This is an optimization exercise on Yosys and OpenROAD, whose aim is small area, a short achievable clock period and few clock cycles, not a production implementation.
No functional check of the RTL was part of any run shown here.
Power and IR drop assume default switching activity.

## flow/design.v (module list and top-level ports; edited modules follow where they fit)
// module csa_level: 49 lines
// module param_wallace_multiplier: 3570 lines
module param_wallace_multiplier
#(
    parameter int WIDTH = 32
) (
    input  logic                 clk,
    input  logic                 rst,
    input  logic [WIDTH-1:0]     a,
    input  logic [WIDTH-1:0]     b,
    input  logic                 signed_mode,
    input  logic                 in_valid,
    output logic                 in_ready,
    output logic [2*WIDTH-1:0]   product,
    output logic                 out_valid,
    input  logic                 out_ready
);
  // ...
==> flow/flow/run.sh <==
#!/bin/bash
# Own layout flow: the standard ORFS flow, with Yosys's generic "abc -fast"
# inside "synth" skipped (SYNTH_ARGS=-noabc). That pass re-maps the
# XOR3/majority full-adder logic before ORFS's extract_fa, which then finds the
# adders in inverted form and leaves an inverter on most adder-to-adder nets.
# Everything else (registers, their names, the final ABC mapping, floorplan,
# placement, CTS, routing) is the standard flow.
set -euo pipefail
bash standard.sh SYNTH_ARGS=-noabc finish > standard_flow.log 2>&1
==> flow/standard.sh <==
#!/bin/bash
# synth_recipe.tcl (not shown) runs the flow's synth.tcl, then flattens the netlist and writes it again
# the make line also repeats each setting of config.mk as NAME=value (left out here)
make -C /OpenROAD-flow-scripts/flow DESIGN_CONFIG=/design/flow/config.mk WORK_HOME=/design/flow/orfs CLKGATE_MAP_FILE= SYNTH_SCRIPT=/design/flow/synth_recipe.tcl "${@:-finish}"
==> flow/config.mk <==
export PLATFORM = sky130hd
export DESIGN_NAME = param_wallace_multiplier
export DESIGN_NICKNAME = param_wallace_multiplier
export VERILOG_FILES = /design/flow/design.v
export SDC_FILE = /design/flow/constraint.sdc
export NUM_CORES = 4
export LEC_CHECK = 0
export ABC_CLOCK_PERIOD_IN_PS = 5000
export CAP_MARGIN = 20
export CORE_MARGIN = 2
export CORE_UTILIZATION = 40
export SETUP_SLACK_MARGIN = 4.0
export SLEW_MARGIN = 20
==> flow/constraint.sdc <==
create_clock -name core_clock -period 10.0 [get_ports {clk}]
set_input_delay 2.0000 -clock core_clock [delete_from_list [all_inputs] [get_ports {clk}]]
set_output_delay 2.0000 -clock core_clock [all_outputs]
set_load 0.01 [all_outputs]
==> impl_results.md, run 1 <==
- Via density: 6.277
- DR vias: 24,812
- Total power: 12.79 mW
- GRT Overall Usage: 28.33%
- Num ports: 135
- Main combinational cell family by area after synthesis: adder cells
- DRT iter0 DRCs: 2,225
- Fill cells: 6,368
- Status: timing/DRC/antenna clean
- Setup violators final: 0
- Fraction of area in multi-input gates: 72.42%
- Design area: 34,890 um2
- Crit path top cell by count: fa_1
- Most used DFF post-synth: edfxtp_1
- Global routing's busiest layer: met2
- Final worst slack: 3.982 ns
- End of the worst hold path: v_q
- Non-clk bufs: 305
- Max clock buf depth: 2
- Top sig layer: met4
- Part of the power in registers: 13.0%
- Dpl cell area: 30,840 um2
- Initial core utilization: 40.21%
- Sequential fraction of total cell area: 11.42%
- Slew HR: 34.04%
- Routed wl met3: 9935 um
- FF+latch count, synth: 133
- Skew-Pair Late Insertion Delay: 0.48 ns
- Least-Margin Pin Slew: 0.9894 ns
- Post-Syn Instances: 2,915
- Critical Path Sink Type: register
- Worst Path Required: 10.22 ns
- DP Wirelength: 76,490 um
- RSZ-0062 raised after global routing: true
- Worst Setup Start Kind: primary input
- Worst R2R Setup Slack: 8.07 ns
- Layout cells sized above 1: 19.25%
- Clock share of power: 4.9%
- Hold_ws: 0.9073 ns
==> inputs of run 2 (changes only) <==
--- a/flow/design.v
+++ b/flow/design.v
@@ -89,18 +89,18 @@
     input  logic [WIDTH-1:0]     b,
     input  logic                 signed_mode,
     input  logic                 in_valid,
     output logic                 in_ready,
     output logic [2*WIDTH-1:0]   product,
     output logic                 out_valid,
     input  logic                 out_ready
 );
-    logic [131:0] r_q;
-    logic [131:0] r_d;
+    logic [127:0] r_q;
+    logic [127:0] r_d;
     logic        v_q;
     logic        adv_s;
     logic [63:0] row_x;
     logic [63:0] row_y;
     logic [33:0] ax;
     logic [34:0] bx;
     logic [33:0] xa_0;
     logic [33:0] xa_1;
@@ -2832,16 +2832,18 @@
     assign s383 = c352 ^ s375 ^ s377;
     assign c384 = (c352 & s375) | (c352 & s377) | (s375 & s377);
     assign s385 = s379 ^ c354 ^ c356;
     assign c386 = (s379 & c354) | (s379 & c356) | (c354 & c356);
     assign s387 = s381 ^ s383 ^ c358;
     assign c388 = (s381 & s383) | (s381 & c358) | (s383 & c358);
     assign s389 = c360 ^ s385 ^ s387;
     assign c390 = (c360 & s385) | (c360 & s387) | (s385 & s387);
+    assign s391 = c362 ^ c364;
+    assign c392 = c362 & c364;
     assign s393 = pp_0_29 ^ pp_1_27 ^ pp_2_25;
     assign c394 = (pp_0_29 & pp_1_27) | (pp_0_29 & pp_2_25) | (pp_1_27 & pp_2_25);
     assign s395 = pp_3_23 ^ pp_4_21 ^ pp_5_19;
     assign c396 = (pp_3_23 & pp_4_21) | (pp_3_23 & pp_5_19) | (pp_4_21 & pp_5_19);
     assign s397 = pp_6_17 ^ pp_7_15 ^ pp_8_13;
     assign c398 = (pp_6_17 & pp_7_15) | (pp_6_17 & pp_8_13) | (pp_7_15 & pp_8_13);
     assign s399 = pp_9_11 ^ pp_10_9 ^ pp_11_7;
     assign c400 = (pp_9_11 & pp_10_9) | (pp_9_11 & pp_11_7) | (pp_10_9 & pp_11_7);
@@ -2858,16 +2860,18 @@
     assign s411 = c380 ^ s403 ^ s405;
     assign c412 = (c380 & s403) | (c380 & s405) | (s403 & s405);
     assign s413 = s407 ^ c382 ^ c384;
     assign c414 = (s407 & c382) | (s407 & c384) | (c382 & c384);
     assign s415 = s409 ^ s411 ^ c386;
     assign c416 = (s409 & s411) | (s409 & c386) | (s411 & c386);
     assign s417 = s413 ^ c388 ^ s415;
     assign c418 = (s413 & c388) | (s413 & s415) | (c388 & s415);
+    assign s419 = c390 ^ s417;
+    assign c420 = c390 & s417;
     assign s421 = neg_15 ^ pp_0_30 ^ pp_1_28;
     assign c422 = (neg_15 & pp_0_30) | (neg_15 & pp_1_28) | (pp_0_30 & pp_1_28);
     assign s423 = pp_2_26 ^ pp_3_24 ^ pp_4_22;
     assign c424 = (pp_2_26 & pp_3_24) | (pp_2_26 & pp_4_22) | (pp_3_24 & pp_4_22);
     assign s425 = pp_5_20 ^ pp_6_18 ^ pp_7_16;
     assign c426 = (pp_5_20 & pp_6_18) | (pp_5_20 & pp_7_16) | (pp_6_18 & pp_7_16);
     assign s427 = pp_8_14 ^ pp_9_12 ^ pp_10_10;
     assign c428 = (pp_8_14 & pp_9_12) | (pp_8_14 & pp_10_10) | (pp_9_12 & pp_10_10);
@@ -2886,16 +2890,18 @@
     assign s441 = s431 ^ s433 ^ s435;
     assign c442 = (s431 & s433) | (s431 & s435) | (s433 & s435);
     assign s443 = s437 ^ c410 ^ c412;
     assign c444 = (s437 & c410) | (s437 & c412) | (c410 & c412);
     assign s445 = s439 ^ s441 ^ c414;
     assign c446 = (s439 & s441) | (s439 & c414) | (s441 & c414);
     assign s447 = s443 ^ c416 ^ s445;
     assign c448 = (s443 & c416) | (s443 & s445) | (c416 & s445);
+    assign s449 = c418 ^ s447;
+    assign c450 = c418 & s447;
     assign s451 = pp_0_31 ^ pp_1_29 ^ pp_2_27;
     assign c452 = (pp_0_31 & pp_1_29) | (pp_0_31 & pp_2_27) | (pp_1_29 & pp_2_27);
     assign s453 = pp_3_25 ^ pp_4_23 ^ pp_5_21;
     assign c454 = (pp_3_25 & pp_4_23) | (pp_3_25 & pp_5_21) | (pp_4_23 & pp_5_21);
     assign s455 = pp_6_19 ^ pp_7_17 ^ pp_8_15;
     assign c456 = (pp_6_19 & pp_7_17) | (pp_6_19 & pp_8_15) | (pp_7_17 & pp_8_15);
     assign s457 = pp_9_13 ^ pp_10_11 ^ pp_11_9;
     assign c458 = (pp_9_13 & pp_10_11) | (pp_9_13 & pp_11_9) | (pp_10_11 & pp_11_9);
@@ -2914,16 +2920,18 @@
     assign s471 = s461 ^ s463 ^ s465;
     assign c472 = (s461 & s463) | (s461 & s465) | (s463 & s465);
     assign s473 = c440 ^ s467 ^ c442;
     assign c474 = (c440 & s467) | (c440 & c442) | (s467 & c442);
     assign s475 = s469 ^ s471 ^ c444;
     assign c476 = (s469 & s471) | (s469 & c444) | (s471 & c444);
     assign s477 = s473 ^ c446 ^ s475;
     assign c478 = (s473 & c446) | (s473 & s475) | (c446 & s475);
+    assign s479 = c448 ^ s477;
+    assign c480 = c448 & s477;
     assign s481 = neg_16 ^ pp_0_32 ^ pp_1_30;
     assign c482 = (neg_16 & pp_0_32) | (neg_16 & pp_1_30) | (pp_0_32 & pp_1_30);
     assign s483 = pp_2_28 ^ pp_3_26 ^ pp_4_24;
     assign c484 = (pp_2_28 & pp_3_26) | (pp_2_28 & pp_4_24) | (pp_3_26 & pp_4_24);
     assign s485 = pp_5_22 ^ pp_6_20 ^ pp_7_18;
     assign c486 = (pp_5_22 & pp_6_20) | (pp_5_22 & pp_7_18) | (pp_6_20 & pp_7_18);
     assign s487 = pp_8_16 ^ pp_9_14 ^ pp_10_12;
     assign c488 = (pp_8_16 & pp_9_14) | (pp_8_16 & pp_10_12) | (pp_9_14 & pp_10_12);
@@ -2944,16 +2952,18 @@
     assign s503 = s495 ^ s497 ^ c468;
     assign c504 = (s495 & s497) | (s495 & c468) | (s497 & c468);
     assign s505 = c470 ^ s499 ^ c472;
     assign c506 = (c470 & s499) | (c470 & c472) | (s499 & c472);
     assign s507 = s501 ^ s503 ^ c474;
     assign c508 = (s501 & s503) | (s501 & c474) | (s503 & c474);
     assign s509 = s505 ^ c476 ^ s507;
     assign c510 = (s505 & c476) | (s505 & s507) | (c476 & s507);
+    assign s511 = c478 ^ s509;
+    assign c512 = c478 & s509;
     assign s513 = 1'b1 ^ pp_0_33 ^ pp_1_31;
     assign c514 = (1'b1 & pp_0_33) | (1'b1 & pp_1_31) | (pp_0_33 & pp_1_31);
     assign s515 = pp_2_29 ^ pp_3_27 ^ pp_4_25;
     assign c516 = (pp_2_29 & pp_3_27) | (pp_2_29 & pp_4_25) | (pp_3_27 & pp_4_25);
     assign s517 = pp_5_23 ^ pp_6_21 ^ pp_7_19;
     assign c518 = (pp_5_23 & pp_6_21) | (pp_5_23 & pp_7_19) | (pp_6_21 & pp_7_19);
     assign s519 = pp_8_17 ^ pp_9_15 ^ pp_10_13;
     assign c520 = (pp_8_17 & pp_9_15) | (pp_8_17 & pp_10_13) | (pp_9_15 & pp_10_13);
@@ -3004,16 +3014,18 @@
     assign s567 = s557 ^ s559 ^ s561;
     assign c568 = (s557 & s559) | (s557 & s561) | (s559 & s561);
     assign s569 = c534 ^ s563 ^ c536;
     assign c570 = (c534 & s563) | (c534 & c536) | (s563 & c536);
     assign s571 = s565 ^ s567 ^ c538;
     assign c572 = (s565 & s567) | (s565 & c538) | (s567 & c538);
     assign s573 = s569 ^ c540 ^ s571;
     assign c574 = (s569 & c540) | (s569 & s571) | (c540 & s571);
+    assign s575 = c542 ^ s573;
+    assign c576 = c542 & s573;
     assign s577 = pp_1_33 ^ pp_2_31 ^ pp_3_29;
     assign c578 = (pp_1_33 & pp_2_31) | (pp_1_33 & pp_3_29) | (pp_2_31 & pp_3_29);
     assign s579 = pp_4_27 ^ pp_5_25 ^ pp_6_23;
     assign c580 = (pp_4_27 & pp_5_25) | (pp_4_27 & pp_6_23) | (pp_5_25 & pp_6_23);
     assign s581 = pp_7_21 ^ pp_8_19 ^ pp_9_17;
     assign c582 = (pp_7_21 & pp_8_19) | (pp_7_21 & pp_9_17) | (pp_8_19 & pp_9_17);
     assign s583 = pp_10_15 ^ pp_11_13 ^ pp_12_11;
     assign c584 = (pp_10_15 & pp_11_13) | (pp_10_15 & pp_12_11) | (pp_11_13 & pp_12_11);
@@ -3032,16 +3044,18 @@
     assign s597 = s587 ^ s589 ^ s591;
     assign c598 = (s587 & s589) | (s587 & s591) | (s589 & s591);
     assign s599 = c564 ^ c566 ^ s593;
     assign c600 = (c564 & c566) | (c564 & s593) | (c566 & s593);
     assign s601 = c568 ^ s595 ^ s597;
     assign c602 = (c568 & s595) | (c568 & s597) | (s595 & s597);
     assign s603 = c570 ^ s599 ^ s601;
     assign c604 = (c570 & s599) | (c570 & s601) | (s599 & s601);
+    assign s605 = c572 ^ s603 ^ c574;
+    assign c606 = (c572 & s603) | (c572 & c574) | (s603 & c574);
     assign s607 = 1'b1 ^ pp_2_32 ^ pp_3_30;
     assign c608 = (1'b1 & pp_2_32) | (1'b1 & pp_3_30) | (pp_2_32 & pp_3_30);
     assign s609 = pp_4_28 ^ pp_5_26 ^ pp_6_24;
     assign c610 = (pp_4_28 & pp_5_26) | (pp_4_28 & pp_6_24) | (pp_5_26 & pp_6_24);
     assign s611 = pp_7_22 ^ pp_8_20 ^ pp_9_18;
     assign c612 = (pp_7_22 & pp_8_20) | (pp_7_22 & pp_9_18) | (pp_8_20 & pp_9_18);
     assign s613 = pp_10_16 ^ pp_11_14 ^ pp_12_12;
     assign c614 = (pp_10_16 & pp_11_14) | (pp_10_16 & pp_12_12) | (pp_11_14 & pp_12_12);
@@ -3060,16 +3074,18 @@
     assign s627 = s619 ^ s621 ^ c594;
     assign c628 = (s619 & s621) | (s619 & c594) | (s621 & c594);
     assign s629 = c596 ^ s623 ^ c598;
     assign c630 = (c596 & s623) | (c596 & c598) | (s623 & c598);
     assign s631 = s625 ^ c600 ^ s627;
     assign c632 = (s625 & c600) | (s625 & s627) | (c600 & s627);
     assign s633 = c602 ^ s629 ^ s631;
     assign c634 = (c602 & s629) | (c602 & s631) | (s629 & s631);
+    assign s635 = c604 ^ s633;
+    assign c636 = c604 & s633;
     assign s637 = pp_2_33 ^ pp_3_31 ^ pp_4_29;
     assign c638 = (pp_2_33 & pp_3_31) | (pp_2_33 & pp_4_29) | (pp_3_31 & pp_4_29);
     assign s639 = pp_5_27 ^ pp_6_25 ^ pp_7_23;
     assign c640 = (pp_5_27 & pp_6_25) | (pp_5_27 & pp_7_23) | (pp_6_25 & pp_7_23);
     assign s641 = pp_8_21 ^ pp_9_19 ^ pp_10_17;
     assign c642 = (pp_8_21 & pp_9_19) | (pp_8_21 & pp_10_17) | (pp_9_19 & pp_10_17);
     assign s643 = pp_11_15 ^ pp_12_13 ^ pp_13_11;
     assign c644 = (pp_11_15 & pp_12_13) | (pp_11_15 & pp_13_11) | (pp_12_13 & pp_13_11);
@@ -3086,16 +3102,18 @@
     assign s655 = c622 ^ s647 ^ s649;
     assign c656 = (c622 & s647) | (c622 & s649) | (s647 & s649);
     assign s657 = s651 ^ c624 ^ c626;
     assign c658 = (s651 & c624) | (s651 & c626) | (c624 & c626);
     assign s659 = s653 ^ s655 ^ c628;
     assign c660 = (s653 & s655) | (s653 & c628) | (s655 & c628);
     assign s661 = c630 ^ s657 ^ c632;
     assign c662 = (c630 & s657) | (c630 & c632) | (s657 & c632);
+    assign s663 = s659 ^ c634 ^ s661;
+    assign c664 = (s659 & c634) | (s659 & s661) | (c634 & s661);
     assign s665 = 1'b1 ^ pp_3_32 ^ pp_4_30;
     assign c666 = (1'b1 & pp_3_32) | (1'b1 & pp_4_30) | (pp_3_32 & pp_4_30);
     assign s667 = pp_5_28 ^ pp_6_26 ^ pp_7_24;
     assign c668 = (pp_5_28 & pp_6_26) | (pp_5_28 & pp_7_24) | (pp_6_26 & pp_7_24);
     assign s669 = pp_8_22 ^ pp_9_20 ^ pp_10_18;
     assign c670 = (pp_8_22 & pp_9_20) | (pp_8_22 & pp_10_18) | (pp_9_20 & pp_10_18);
     assign s671 = pp_11_16 ^ pp_12_14 ^ pp_13_12;
     assign c672 = (pp_11_16 & pp_12_14) | (pp_11_16 & pp_13_12) | (pp_12_14 & pp_13_12);
@@ -3112,16 +3130,18 @@
     assign s683 = c652 ^ s675 ^ s677;
     assign c684 = (c652 & s675) | (c652 & s677) | (s675 & s677);
     assign s685 = s679 ^ c654 ^ c656;
     assign c686 = (s679 & c654) | (s679 & c656) | (c654 & c656);
     assign s687 = s681 ^ s683 ^ c658;
     assign c688 = (s681 & s683) | (s681 & c658) | (s683 & c658);
     assign s689 = s685 ^ c660 ^ s687;
     assign c690 = (s685 & c660) | (s685 & s687) | (c660 & s687);
+    assign s691 = c662 ^ s689;
+    assign c692 = c662 & s689;
     assign s693 = pp_3_33 ^ pp_4_31 ^ pp_5_29;
     assign c694 = (pp_3_33 & pp_4_31) | (pp_3_33 & pp_5_29) | (pp_4_31 & pp_5_29);
     assign s695 = pp_6_27 ^ pp_7_25 ^ pp_8_23;
     assign c696 = (pp_6_27 & pp_7_25) | (pp_6_27 & pp_8_23) | (pp_7_25 & pp_8_23);
     assign s697 = pp_9_21 ^ pp_10_19 ^ pp_11_17;
     assign c698 = (pp_9_21 & pp_10_19) | (pp_9_21 & pp_11_17) | (pp_10_19 & pp_11_17);
     assign s699 = pp_12_15 ^ pp_13_13 ^ pp_14_11;
     assign c700 = (pp_12_15 & pp_13_13) | (pp_12_15 & pp_14_11) | (pp_13_13 & pp_14_11);
@@ -3136,16 +3156,18 @@
     assign s709 = c678 ^ c680 ^ s701;
     assign c710 = (c678 & c680) | (c678 & s701) | (c680 & s701);
     assign s711 = s703 ^ s705 ^ c682;
     assign c712 = (s703 & s705) | (s703 & c682) | (s705 & c682);
     assign s713 = s707 ^ c684 ^ s709;
     assign c714 = (s707 & c684) | (s707 & s709) | (c684 & s709);
     assign s715 = c686 ^ s711 ^ s713;
     assign c716 = (c686 & s711) | (c686 & s713) | (s711 & s713);
+    assign s717 = c688 ^ s715 ^ c690;
+    assign c718 = (c688 & s715) | (c688 & c690) | (s715 & c690);
     assign s719 = 1'b1 ^ pp_4_32 ^ pp_5_30;
     assign c720 = (1'b1 & pp_4_32) | (1'b1 & pp_5_30) | (pp_4_32 & pp_5_30);
     assign s721 = pp_6_28 ^ pp_7_26 ^ pp_8_24;
     assign c722 = (pp_6_28 & pp_7_26) | (pp_6_28 & pp_8_24) | (pp_7_26 & pp_8_24);
     assign s723 = pp_9_22 ^ pp_10_20 ^ pp_11_18;
     assign c724 = (pp_9_22 & pp_10_20) | (pp_9_22 & pp_11_18) | (pp_10_20 & pp_11_18);
     assign s725 = pp_12_16 ^ pp_13_14 ^ pp_14_12;
     assign c726 = (pp_12_16 & pp_13_14) | (pp_12_16 & pp_14_12) | (pp_13_14 & pp_14_12);
@@ -3160,16 +3182,18 @@
     assign s735 = c706 ^ s727 ^ s729;
     assign c736 = (c706 & s727) | (c706 & s729) | (s727 & s729);
     assign s737 = s731 ^ c708 ^ c710;
     assign c738 = (s731 & c708) | (s731 & c710) | (c708 & c710);
     assign s739 = s733 ^ s735 ^ c712;
     assign c740 = (s733 & s735) | (s733 & c712) | (s735 & c712);
     assign s741 = c714 ^ s737 ^ s739;
     assign c742 = (c714 & s737) | (c714 & s739) | (s737 & s739);
+    assign s743 = c716 ^ s741;
+    assign c744 = c716 & s741;
     assign s745 = pp_4_33 ^ pp_5_31 ^ pp_6_29;
     assign c746 = (pp_4_33 & pp_5_31) | (pp_4_33 & pp_6_29) | (pp_5_31 & pp_6_29);
     assign s747 = pp_7_27 ^ pp_8_25 ^ pp_9_23;
     assign c748 = (pp_7_27 & pp_8_25) | (pp_7_27 & pp_9_23) | (pp_8_25 & pp_9_23);
     assign s749 = pp_10_21 ^ pp_11_19 ^ pp_12_17;
     assign c750 = (pp_10_21 & pp_11_19) | (pp_10_21 & pp_12_17) | (pp_11_19 & pp_12_17);
     assign s751 = pp_13_15 ^ pp_14_13 ^ pp_15_11;
     assign c752 = (pp_13_15 & pp_14_13) | (pp_13_15 & pp_15_11) | (pp_14_13 & pp_15_11);
@@ -3182,16 +3206,18 @@
     assign s759 = c728 ^ c730 ^ c732;
     assign c760 = (c728 & c730) | (c728 & c732) | (c730 & c732);
     assign s761 = s753 ^ s755 ^ s757;
     assign c762 = (s753 & s755) | (s753 & s757) | (s755 & s757);
     assign s763 = c734 ^ c736 ^ s759;
     assign c764 = (c734 & c736) | (c734 & s759) | (c736 & s759);
     assign s765 = s761 ^ c738 ^ s763;
     assign c766 = (s761 & c738) | (s761 & s763) | (c738 & s763);
+    assign s767 = c740 ^ s765 ^ c742;
+    assign c768 = (c740 & s765) | (c740 & c742) | (s765 & c742);
     assign s769 = 1'b1 ^ pp_5_32 ^ pp_6_30;
     assign c770 = (1'b1 & pp_5_32) | (1'b1 & pp_6_30) | (pp_5_32 & pp_6_30);
     assign s771 = pp_7_28 ^ pp_8_26 ^ pp_9_24;
     assign c772 = (pp_7_28 & pp_8_26) | (pp_7_28 & pp_9_24) | (pp_8_26 & pp_9_24);
     assign s773 = pp_10_22 ^ pp_11_20 ^ pp_12_18;
     assign c774 = (pp_10_22 & pp_11_20) | (pp_10_22 & pp_12_18) | (pp_11_20 & pp_12_18);
     assign s775 = pp_13_16 ^ pp_14_14 ^ pp_15_12;
     assign c776 = (pp_13_16 & pp_14_14) | (pp_13_16 & pp_15_12) | (pp_14_14 & pp_15_12);
@@ -3467,185 +3493,155 @@
     assign c1046 = (pp_14_33 & pp_15_31) | (pp_14_33 & pp_16_29) | (pp_15_31 & pp_16_29);
     assign s1047 = c1040 ^ s1045 ^ c1042;
     assign c1048 = (c1040 & s1045) | (c1040 & c1042) | (s1045 & c1042);
     assign s1049 = 1'b1 ^ pp_15_32 ^ pp_16_30;
     assign c1050 = (1'b1 & pp_15_32) | (1'b1 & pp_16_30) | (pp_15_32 & pp_16_30);
     assign s1051 = c1046 ^ s1049;
     assign c1052 = c1046 & s1049;
     assign s1053 = pp_15_33 ^ pp_16_31 ^ c1050;
-    assign r_d[0] = c362;
-    assign r_d[1] = c364;
-    assign r_d[2] = c390;
-    assign r_d[3] = s417;
-    assign r_d[4] = c418;
-    assign r_d[5] = s447;
-    assign r_d[6] = c448;
-    assign r_d[7] = s477;
-    assign r_d[8] = c478;
-    assign r_d[9] = s509;
-    assign r_d[10] = c508;
-    assign r_d[11] = s541;
-    assign r_d[12] = c510;
-    assign r_d[13] = c542;
-    assign r_d[14] = s573;
-    assign r_d[15] = c572;
-    assign r_d[16] = s603;
-    assign r_d[17] = c574;
-    assign r_d[18] = c604;
-    assign r_d[19] = s633;
-    assign r_d[20] = s659;
-    assign r_d[21] = c634;
-    assign r_d[22] = s661;
-    assign r_d[23] = c662;
-    assign r_d[24] = s689;
-    assign r_d[25] = c688;
-    assign r_d[26] = s715;
-    assign r_d[27] = c690;
-    assign r_d[28] = c716;
-    assign r_d[29] = s741;
-    assign r_d[30] = c740;
-    assign r_d[31] = s765;
-    assign r_d[32] = c742;
-    assign r_d[33] = pp_0_0;
-    assign r_d[34] = neg_0;
-    assign r_d[35] = pp_0_1;
-    assign r_d[36] = pp_1_0;
-    assign r_d[37] = s1;
-    assign r_d[38] = c2;
-    assign r_d[39] = s3;
-    assign r_d[40] = s5;
-    assign r_d[41] = s7;
-    assign r_d[42] = s9;
-    assign r_d[43] = s11;
-    assign r_d[44] = s15;
-    assign r_d[45] = s17;
-    assign r_d[46] = s21;
-    assign r_d[47] = s23;
-    assign r_d[48] = c24;
-    assign r_d[49] = s31;
-    assign r_d[50] = s37;
-    assign r_d[51] = s39;
-    assign r_d[52] = s47;
-    assign r_d[53] = s49;
-    assign r_d[54] = c50;
-    assign r_d[55] = s59;
-    assign r_d[56] = c60;
-    assign r_d[57] = s71;
-    assign r_d[58] = s81;
-    assign r_d[59] = s83;
-    assign r_d[60] = c84;
-    assign r_d[61] = s97;
-    assign r_d[62] = c98;
-    assign r_d[63] = s111;
-    assign r_d[64] = c112;
-    assign r_d[65] = s127;
-    assign r_d[66] = c128;
-    assign r_d[67] = s143;
-    assign r_d[68] = c144;
-    assign r_d[69] = s161;
-    assign r_d[70] = s177;
-    assign r_d[71] = s179;
-    assign r_d[72] = c180;
-    assign r_d[73] = s199;
-    assign r_d[74] = c200;
-    assign r_d[75] = s219;
-    assign r_d[76] = c220;
-    assign r_d[77] = s241;
-    assign r_d[78] = c242;
-    assign r_d[79] = s263;
-    assign r_d[80] = c264;
-    assign r_d[81] = s287;
-    assign r_d[82] = c288;
-    assign r_d[83] = s311;
-    assign r_d[84] = c312;
-    assign r_d[85] = s337;
-    assign r_d[86] = c338;
-    assign r_d[87] = s363;
-    assign r_d[88] = s389;
-    assign r_d[89] = s791;
-    assign r_d[90] = c792;
-    assign r_d[91] = s813;
-    assign r_d[92] = c814;
-    assign r_d[93] = s835;
-    assign r_d[94] = c836;
-    assign r_d[95] = s855;
-    assign r_d[96] = c856;
-    assign r_d[97] = s875;
-    assign r_d[98] = c876;
-    assign r_d[99] = s893;
-    assign r_d[100] = c894;
-    assign r_d[101] = s911;
-    assign r_d[102] = c912;
-    assign r_d[103] = s927;
-    assign r_d[104] = c928;
-    assign r_d[105] = s943;
-    assign r_d[106] = c944;
-    assign r_d[107] = s957;
-    assign r_d[108] = c958;
-    assign r_d[109] = s971;
-    assign r_d[110] = c972;
-    assign r_d[111] = s983;
-    assign r_d[112] = c984;
-    assign r_d[113] = s995;
-    assign r_d[114] = c996;
-    assign r_d[115] = s1005;
-    assign r_d[116] = c1006;
-    assign r_d[117] = s1015;
-    assign r_d[118] = c1016;
-    assign r_d[119] = s1023;
-    assign r_d[120] = c1024;
-    assign r_d[121] = s1031;
-    assign r_d[122] = c1032;
-    assign r_d[123] = s1037;
-    assign r_d[124] = c1038;
-    assign r_d[125] = s1043;
-    assign r_d[126] = c1044;
-    assign r_d[127] = s1047;
-    assign r_d[128] = c1048;
-    assign r_d[129] = s1051;
-    assign r_d[130] = c1052;
-    assign r_d[131] = s1053;
+    assign r_d[0] = c508;
+    assign r_d[1] = s541;
+    assign r_d[2] = c510;
+    assign r_d[3] = pp_0_0;
+    assign r_d[4] = neg_0;
+    assign r_d[5] = pp_0_1;
+    assign r_d[6] = pp_1_0;
+    assign r_d[7] = s1;
+    assign r_d[8] = c2;
+    assign r_d[9] = s3;
+    assign r_d[10] = s5;
+    assign r_d[11] = s7;
+    assign r_d[12] = s9;
+    assign r_d[13] = s11;
+    assign r_d[14] = s15;
+    assign r_d[15] = s17;
+    assign r_d[16] = s21;
+    assign r_d[17] = s23;
+    assign r_d[18] = c24;
+    assign r_d[19] = s31;
+    assign r_d[20] = s37;
+    assign r_d[21] = s39;
+    assign r_d[22] = s47;
+    assign r_d[23] = s49;
+    assign r_d[24] = c50;
+    assign r_d[25] = s59;
+    assign r_d[26] = c60;
+    assign r_d[27] = s71;
+    assign r_d[28] = s81;
+    assign r_d[29] = s83;
+    assign r_d[30] = c84;
+    assign r_d[31] = s97;
+    assign r_d[32] = c98;
+    assign r_d[33] = s111;
+    assign r_d[34] = c112;
+    assign r_d[35] = s127;
+    assign r_d[36] = c128;
+    assign r_d[37] = s143;
+    assign r_d[38] = c144;
+    assign r_d[39] = s161;
+    assign r_d[40] = s177;
+    assign r_d[41] = s179;
+    assign r_d[42] = c180;
+    assign r_d[43] = s199;
+    assign r_d[44] = c200;
+    assign r_d[45] = s219;
+    assign r_d[46] = c220;
+    assign r_d[47] = s241;
+    assign r_d[48] = c242;
+    assign r_d[49] = s263;
+    assign r_d[50] = c264;
+    assign r_d[51] = s287;
+    assign r_d[52] = c288;
+    assign r_d[53] = s311;
+    assign r_d[54] = c312;
+    assign r_d[55] = s337;
+    assign r_d[56] = c338;
+    assign r_d[57] = s363;
+    assign r_d[58] = s389;
+    assign r_d[59] = s391;
+    assign r_d[60] = c392;
+    assign r_d[61] = s419;
+    assign r_d[62] = c420;
+    assign r_d[63] = s449;
+    assign r_d[64] = c450;
+    assign r_d[65] = s479;
+    assign r_d[66] = c480;
+    assign r_d[67] = s511;
+    assign r_d[68] = c512;
+    assign r_d[69] = s575;
+    assign r_d[70] = c576;
+    assign r_d[71] = s605;
+    assign r_d[72] = c606;
+    assign r_d[73] = s635;
+    assign r_d[74] = c636;
+    assign r_d[75] = s663;
+    assign r_d[76] = c664;
+    assign r_d[77] = s691;
+    assign r_d[78] = c692;
+    assign r_d[79] = s717;
+    assign r_d[80] = c718;
+    assign r_d[81] = s743;
+    assign r_d[82] = c744;
+    assign r_d[83] = s767;
+    assign r_d[84] = c768;
+    assign r_d[85] = s791;
+    assign r_d[86] = c792;
+    assign r_d[87] = s813;
+    assign r_d[88] = c814;
+    assign r_d[89] = s835;
+    assign r_d[90] = c836;
+    assign r_d[91] = s855;
+    assign r_d[92] = c856;
+    assign r_d[93] = s875;
+    assign r_d[94] = c876;
+    assign r_d[95] = s893;
+    assign r_d[96] = c894;
+    assign r_d[97] = s911;
+    assign r_d[98] = c912;
+    assign r_d[99] = s927;
+    assign r_d[100] = c928;
+    assign r_d[101] = s943;
+    assign r_d[102] = c944;
+    assign r_d[103] = s957;
+    assign r_d[104] = c958;
+    assign r_d[105] = s971;
+    assign r_d[106] = c972;
+    assign r_d[107] = s983;
+    assign r_d[108] = c984;
+    assign r_d[109] = s995;
+    assign r_d[110] = c996;
+    assign r_d[111] = s1005;
+    assign r_d[112] = c1006;
+    assign r_d[113] = s1015;
+    assign r_d[114] = c1016;
+    assign r_d[115] = s1023;
+    assign r_d[116] = c1024;
+    assign r_d[117] = s1031;
+    assign r_d[118] = c1032;
+    assign r_d[119] = s1037;
+    assign r_d[120] = c1038;
+    assign r_d[121] = s1043;
+    assign r_d[122] = c1044;
+    assign r_d[123] = s1047;
+    assign r_d[124] = c1048;
+    assign r_d[125] = s1051;
+    assign r_d[126] = c1052;
+    assign r_d[127] = s1053;
     always_ff @(posedge clk) begin
         if (rst) begin
             v_q <= 1'b0;
         end else if (adv_s) begin
             v_q <= in_valid;
         end
     end
     always_ff @(posedge clk) begin
         if (adv_s) begin
             r_q <= r_d;
         end
     end
-    assign s391 = r_q[0] ^ r_q[1];
-    assign c392 = r_q[0] & r_q[1];
-    assign s419 = r_q[2] ^ r_q[3];
-    assign c420 = r_q[2] & r_q[3];
-    assign s449 = r_q[4] ^ r_q[5];
-    assign c450 = r_q[4] & r_q[5];
-    assign s479 = r_q[6] ^ r_q[7];
-    assign c480 = r_q[6] & r_q[7];
-    assign s511 = r_q[8] ^ r_q[9];
-    assign c512 = r_q[8] & r_q[9];
-    assign s543 = r_q[10] ^ r_q[11] ^ r_q[12];
-    assign c544 = (r_q[10] & r_q[11]) | (r_q[10] & r_q[12]) | (r_q[11] & r_q[12]);
-    assign s575 = r_q[13] ^ r_q[14];
-    assign c576 = r_q[13] & r_q[14];
-    assign s605 = r_q[15] ^ r_q[16] ^ r_q[17];
-    assign c606 = (r_q[15] & r_q[16]) | (r_q[15] & r_q[17]) | (r_q[16] & r_q[17]);
-    assign s635 = r_q[18] ^ r_q[19];
-    assign c636 = r_q[18] & r_q[19];
-    assign s663 = r_q[20] ^ r_q[21] ^ r_q[22];
-    assign c664 = (r_q[20] & r_q[21]) | (r_q[20] & r_q[22]) | (r_q[21] & r_q[22]);
-    assign s691 = r_q[23] ^ r_q[24];
-    assign c692 = r_q[23] & r_q[24];
-    assign s717 = r_q[25] ^ r_q[26] ^ r_q[27];
-    assign c718 = (r_q[25] & r_q[26]) | (r_q[25] & r_q[27]) | (r_q[26] & r_q[27]);
-    assign s743 = r_q[28] ^ r_q[29];
-    assign c744 = r_q[28] & r_q[29];
-    assign s767 = r_q[30] ^ r_q[31] ^ r_q[32];
-    assign c768 = (r_q[30] & r_q[31]) | (r_q[30] & r_q[32]) | (r_q[31] & r_q[32]);
-    assign row_x = {r_q[130], r_q[128], r_q[126], r_q[124], r_q[122], r_q[120], r_q[118], r_q[116], r_q[114], r_q[112], r_q[110], r_q[108], r_q[106], r_q[104], r_q[102], r_q[100], r_q[98], r_q[96], r_q[94], r_q[92], r_q[90], c768, c744, c718, c692, c664, c636, c606, c576, c544, c512, c480, c450, c420, c392, r_q[88], r_q[86], r_q[84], r_q[82], r_q[80], r_q[78], r_q[76], r_q[74], r_q[72], r_q[70], r_q[68], r_q[66], r_q[64], r_q[62], r_q[60], r_q[58], r_q[56], r_q[54], r_q[52], r_q[50], r_q[48], r_q[46], r_q[44], r_q[42], r_q[40], r_q[38], r_q[36], r_q[35], r_q[33]};
-    assign row_y = {r_q[131], r_q[129], r_q[127], r_q[125], r_q[123], r_q[121], r_q[119], r_q[117], r_q[115], r_q[113], r_q[111], r_q[109], r_q[107], r_q[105], r_q[103], r_q[101], r_q[99], r_q[97], r_q[95], r_q[93], r_q[91], r_q[89], s767, s743, s717, s691, s663, s635, s605, s575, s543, s511, s479, s449, s419, s391, r_q[87], r_q[85], r_q[83], r_q[81], r_q[79], r_q[77], r_q[75], r_q[73], r_q[71], r_q[69], r_q[67], r_q[65], r_q[63], r_q[61], r_q[59], r_q[57], r_q[55], r_q[53], r_q[51], r_q[49], r_q[47], r_q[45], r_q[43], r_q[41], r_q[39], r_q[37], 1'b0, r_q[34]};
+    assign s543 = r_q[0] ^ r_q[1] ^ r_q[2];
+    assign c544 = (r_q[0] & r_q[1]) | (r_q[0] & r_q[2]) | (r_q[1] & r_q[2]);
+    assign row_x = {r_q[126], r_q[124], r_q[122], r_q[120], r_q[118], r_q[116], r_q[114], r_q[112], r_q[110], r_q[108], r_q[106], r_q[104], r_q[102], r_q[100], r_q[98], r_q[96], r_q[94], r_q[92], r_q[90], r_q[88], r_q[86], r_q[84], r_q[82], r_q[80], r_q[78], r_q[76], r_q[74], r_q[72], r_q[70], c544, r_q[68], r_q[66], r_q[64], r_q[62], r_q[60], r_q[58], r_q[56], r_q[54], r_q[52], r_q[50], r_q[48], r_q[46], r_q[44], r_q[42], r_q[40], r_q[38], r_q[36], r_q[34], r_q[32], r_q[30], r_q[28], r_q[26], r_q[24], r_q[22], r_q[20], r_q[18], r_q[16], r_q[14], r_q[12], r_q[10], r_q[8], r_q[6], r_q[5], r_q[3]};
+    assign row_y = {r_q[127], r_q[125], r_q[123], r_q[121], r_q[119], r_q[117], r_q[115], r_q[113], r_q[111], r_q[109], r_q[107], r_q[105], r_q[103], r_q[101], r_q[99], r_q[97], r_q[95], r_q[93], r_q[91], r_q[89], r_q[87], r_q[85], r_q[83], r_q[81], r_q[79], r_q[77], r_q[75], r_q[73], r_q[71], r_q[69], s543, r_q[67], r_q[65], r_q[63], r_q[61], r_q[59], r_q[57], r_q[55], r_q[53], r_q[51], r_q[49], r_q[47], r_q[45], r_q[43], r_q[41], r_q[39], r_q[37], r_q[35], r_q[33], r_q[31], r_q[29], r_q[27], r_q[25], r_q[23], r_q[21], r_q[19], r_q[17], r_q[15], r_q[13], r_q[11], r_q[9], r_q[7], 1'b0, r_q[4]};
     assign product   = row_x + row_y;
     assign out_valid = v_q;
 endmodule
==> impl_results.md, run 2 <==
- Routability cong.: 0.9605
- Dpl cell area: 31,060 um2 (+0.71%)
- Pin count of the biggest net entering global routing: 70
- Die area: 73,730 um2
- Iteration count of the initial detailed-routing pass: 6
- Most common cell in the synthesized netlist: xnor2_1
- Count of input and output buffers: 134
- CTS Buf Count: 17
- Wire per inst: 27.89 um
- Hold_ws: 1.153 ns (+0.2457 ns)
- DR vias: 25,510 (+2.8%)
- Final std cells w/o fill: 4,046
- Synth warn: 1
- # H-tree levels: 4
- Total power: 14.29 mW (+12%)
- Multiplexer share of the synthesized area: 0.9789%
- Post-synth EDFFs: 128
- Final Hold Vio Count: 0
- Cell Area, Synth: 28,630 um2
- Hold buffer count at cts: 0
- Syn_area_per_cell: 9.900 um2
- Critical Path Sink Type: register
- Setup violators final: 0 (unchanged)
- Clock Sinks: 129
- Max Freq: 0.1634 GHz
- Vias in the first global route: 25,970
- Most used DFF post-synth: edfxtp_1
- Max clock buf depth: 2 (unchanged)
- Arr. time, crit path: 6.28 ns
- Unique masters post-synth: 64
- Crit-path max FO: 12
- Main combinational cell family by area after synthesis: adder cells
- Reg area: 3864 um2
- GRT Overall Usage: 29.66% (+1.3 points)
- DRT iter0 DRCs: 3,027 (+36%)
- DP Wirelength: 78,960 um (+3.2%)
- Post-layout util: 52.12%
- Final setup TNS: 0 ns
- CTS tree: done
- Worst Setup Start Kind: primary input
- WL final: 112,800 um
- Post-Syn Instances: 2,892 (-0.79%)
- Final net count: 3,757
- Max reg flops: 128
- Post-Syn Nets: 3,567
- Simple-gate share of the synthesized area: 5.209%
- Worst Path Required: 10.16 ns (-0.06 ns)
- Height of the chip: 271.5 um
- Largest Register: r_q
- Clk root buf: clkbuf_16
- Top flop regs: r_q: 128 flops, v_q: 1 flops
- Design area: 37,070 um2 (+6.2%)
- Layout area overhead: 29.47%
- Adder and majority gate portion of the synthesized area: 38.65%
- First-pass GRT wire length: 164,300 um
- Async SR Flop Fraction: 0%
- Skew-Pair Late Insertion Delay: 0.43 ns (-0.05 ns)
- Placed Cells: 3,780
- Final worst slack: 3.882 ns (-0.1000 ns)
- Commonest cells in the netlist: 521 x xnor2_1, 464 x fa_1, 437 x o22ai_1, 185 x clkbuf_1, 142 x ha_1
- Core ar.: 71,120 um2
- Peak VDD IR: 0.2754 mV
- RSZ-0062 raised after global routing: true
- Pre-CTS setup slack: 2.123 ns
- Congestion Overflow GR: 0
- Number of max-cap violations: 0
- Layout cells sized above 1: 27.46% (+8.2 points)
- Crit Path Class: in2reg
- Synth area leader: fa_1
- Fin crit share: 61.18%
- # rows: 98
- Clk_skew: 0.007952 ns
- Worst R2R Path Depth: 2
- Least-Margin Pin Slew: 1.060 ns (+0.07063 ns)
- Most frequent cells in the layout: 403 x xnor2_1, 341 x o22ai_1, 325 x fa_1
- Worst hold path type: reg2reg
- FF+latch count, synth: 129 (-3.0%)
- Synth Area in Compound Gates: 18.68%
- Routed Antenna Nets: 0
- Register area share after synthesis: 13.49%
- Slew HR: 28.59% (-5.5 points)
- Initial antenna violation count: 2
- Status: timing/DRC/antenna clean
- Die width: 271.5 um
- Initial core utilization: 40.26% (+0.048 points)
- Via density: 6.305 (+0.45%)
- Worst-path clk slew: 0.06 ns
- Multi-input gate area: 26,240 um2
- Fin. max-slew vios: 0
- Num ports: 135 (unchanged)
- Synth top area share: 32.44%
- DR DRC count: 0
- Fill cells: 6,163 (-3.2%)
- Synth Area in XOR/XNOR: 17.99%
- Hold depth: 2
- Top cells by area, synth: fa_1 32%, xnor2_1 16%, edfxtp_1 13%
- Most common cell after layout, fill and taps aside: xnor2_1
- P_leak: 14.18 nW
- Period minus WS final: 6.118 ns
- Pwr per Cell Area: 385.4 nW/um2
## run 2: changes by cell type after synthesis, sizes merged, moves of 9 or more
cell	change
o21ai	-43
xor2	-28
nor2	+14
buf	+20
nand2	-30
mux2i	+27
a31oi	-10
nand3	+9
a22o	+28
clkbuf	-14
o21a	+9
## run 2: logic make-up (layout without fill, tap and decap cells)
group,Yosys count,in the layout
AOI/OAI and AO/OA,833,834
xor gates and xnor gates,588,588
adders and majority gates,606,606
buffers and inverters,380,575
DFF,129,129
muxes,28,28
other,0,1
and+or+nand+nor,328,335
## run 2: repair_timing
action	in CTS	in global routing
buffers inserted	127	79
resized for setup	498	268
pin swaps	100	96
gates cloned	25	2
endpoints found under the setup margin	108	71
## run 2: path summary, 6_finish.rpt
kind	start	endpoint	slack [ns]
worst max-delay path	a[16]	r_q[75]	3.88
worst min-delay path	v_q	v_q	1.15
worst min register to register	v_q	v_q	1.15
worst max register to register	v_q	r_q[26]	7.81
## run 2: cell type report
| type | count | area share (%) |
|---|---|---|
| Multi-Input combinational cell | 2391 | 70.77 |
| Timing Repair Buffer | 421 | 12.42 |
| Sequential cell | 129 | 10.42 |
| Tap cell | 950 | 3.207 |
| Inverter | 113 | 1.445 |
| Clock buffer | 20 | 1.178 |
| Clock inverter | 12 | 0.3139 |
| Timing Repair inverter | 9 | 0.2295 |
| Antenna cell | 1 | 0.006751 |
## run 2: power breakdown
group	leakage [nW]	switching (mW)	internal (mW)	total, mW
Sequential	1.38	0.119	1.56	1.68
Combinational	12.5	6.60	5.42	12.0
Clock	0.269	0.229	0.363	0.592
## run 2: routing by layer
| metal | part of all wire (%) | vias up | global-route usage, % |
|---|---|---|---|
| li1 | - | 10637 | - |
| met2 | 42 | 1810 | 44.09 |
| met4 | 6.3 | 2 | 15.24 |
| met5 | 0.012 | - | 0 |
| met3 | 13 | 445 | 9.438 |
| met1 | 38 | 12616 | 38.75 |
## run 2: worst max-delay path: stages
cell and delay, ns:
clkdlybuf4s18_2 0.50, buf_6 0.33, xnor2_1 0.14, o22ai_1 0.24, fa_2 0.53, fa_2 0.42, fa_2 0.37, fa_2 0.36
fa_2 0.35, fa_2 0.57, fa_2 0.44

==> afterwards: timing with drivers on the ports <==
No port has a modelled driver above. Below, the same layouts with a new extraction and two added sets of constraints. Step 1: set_driving_cell puts a clkbuf_16 on clk and a buf_2 on each other input, an assumption about the parent block. Step 2 moves the port delays by t, midway between the first and last clock arrival at a register: inputs arrive t later, outputs are due t later. That takes back most of the time a late clock gives input paths. a / b / c = no drivers / after step 1 / after step 2; a / b = the first two.
| run | t, ns | setup slack, ns | worst register clock-pin slew, ns |
|---|---|---|---|
| run 1 | 0.546 | 3.982 / 4.017 / 3.477 | 0.07 / 0.07 |
| run 2 | 0.479 | 3.882 / 3.911 / 3.432 | 0.06 / 0.06 |
After both steps setup and hold are still met in every run listed. The setup slack of run 1, which loses most, moves by +0.035 ns with the drivers and by -0.505 ns with both steps.
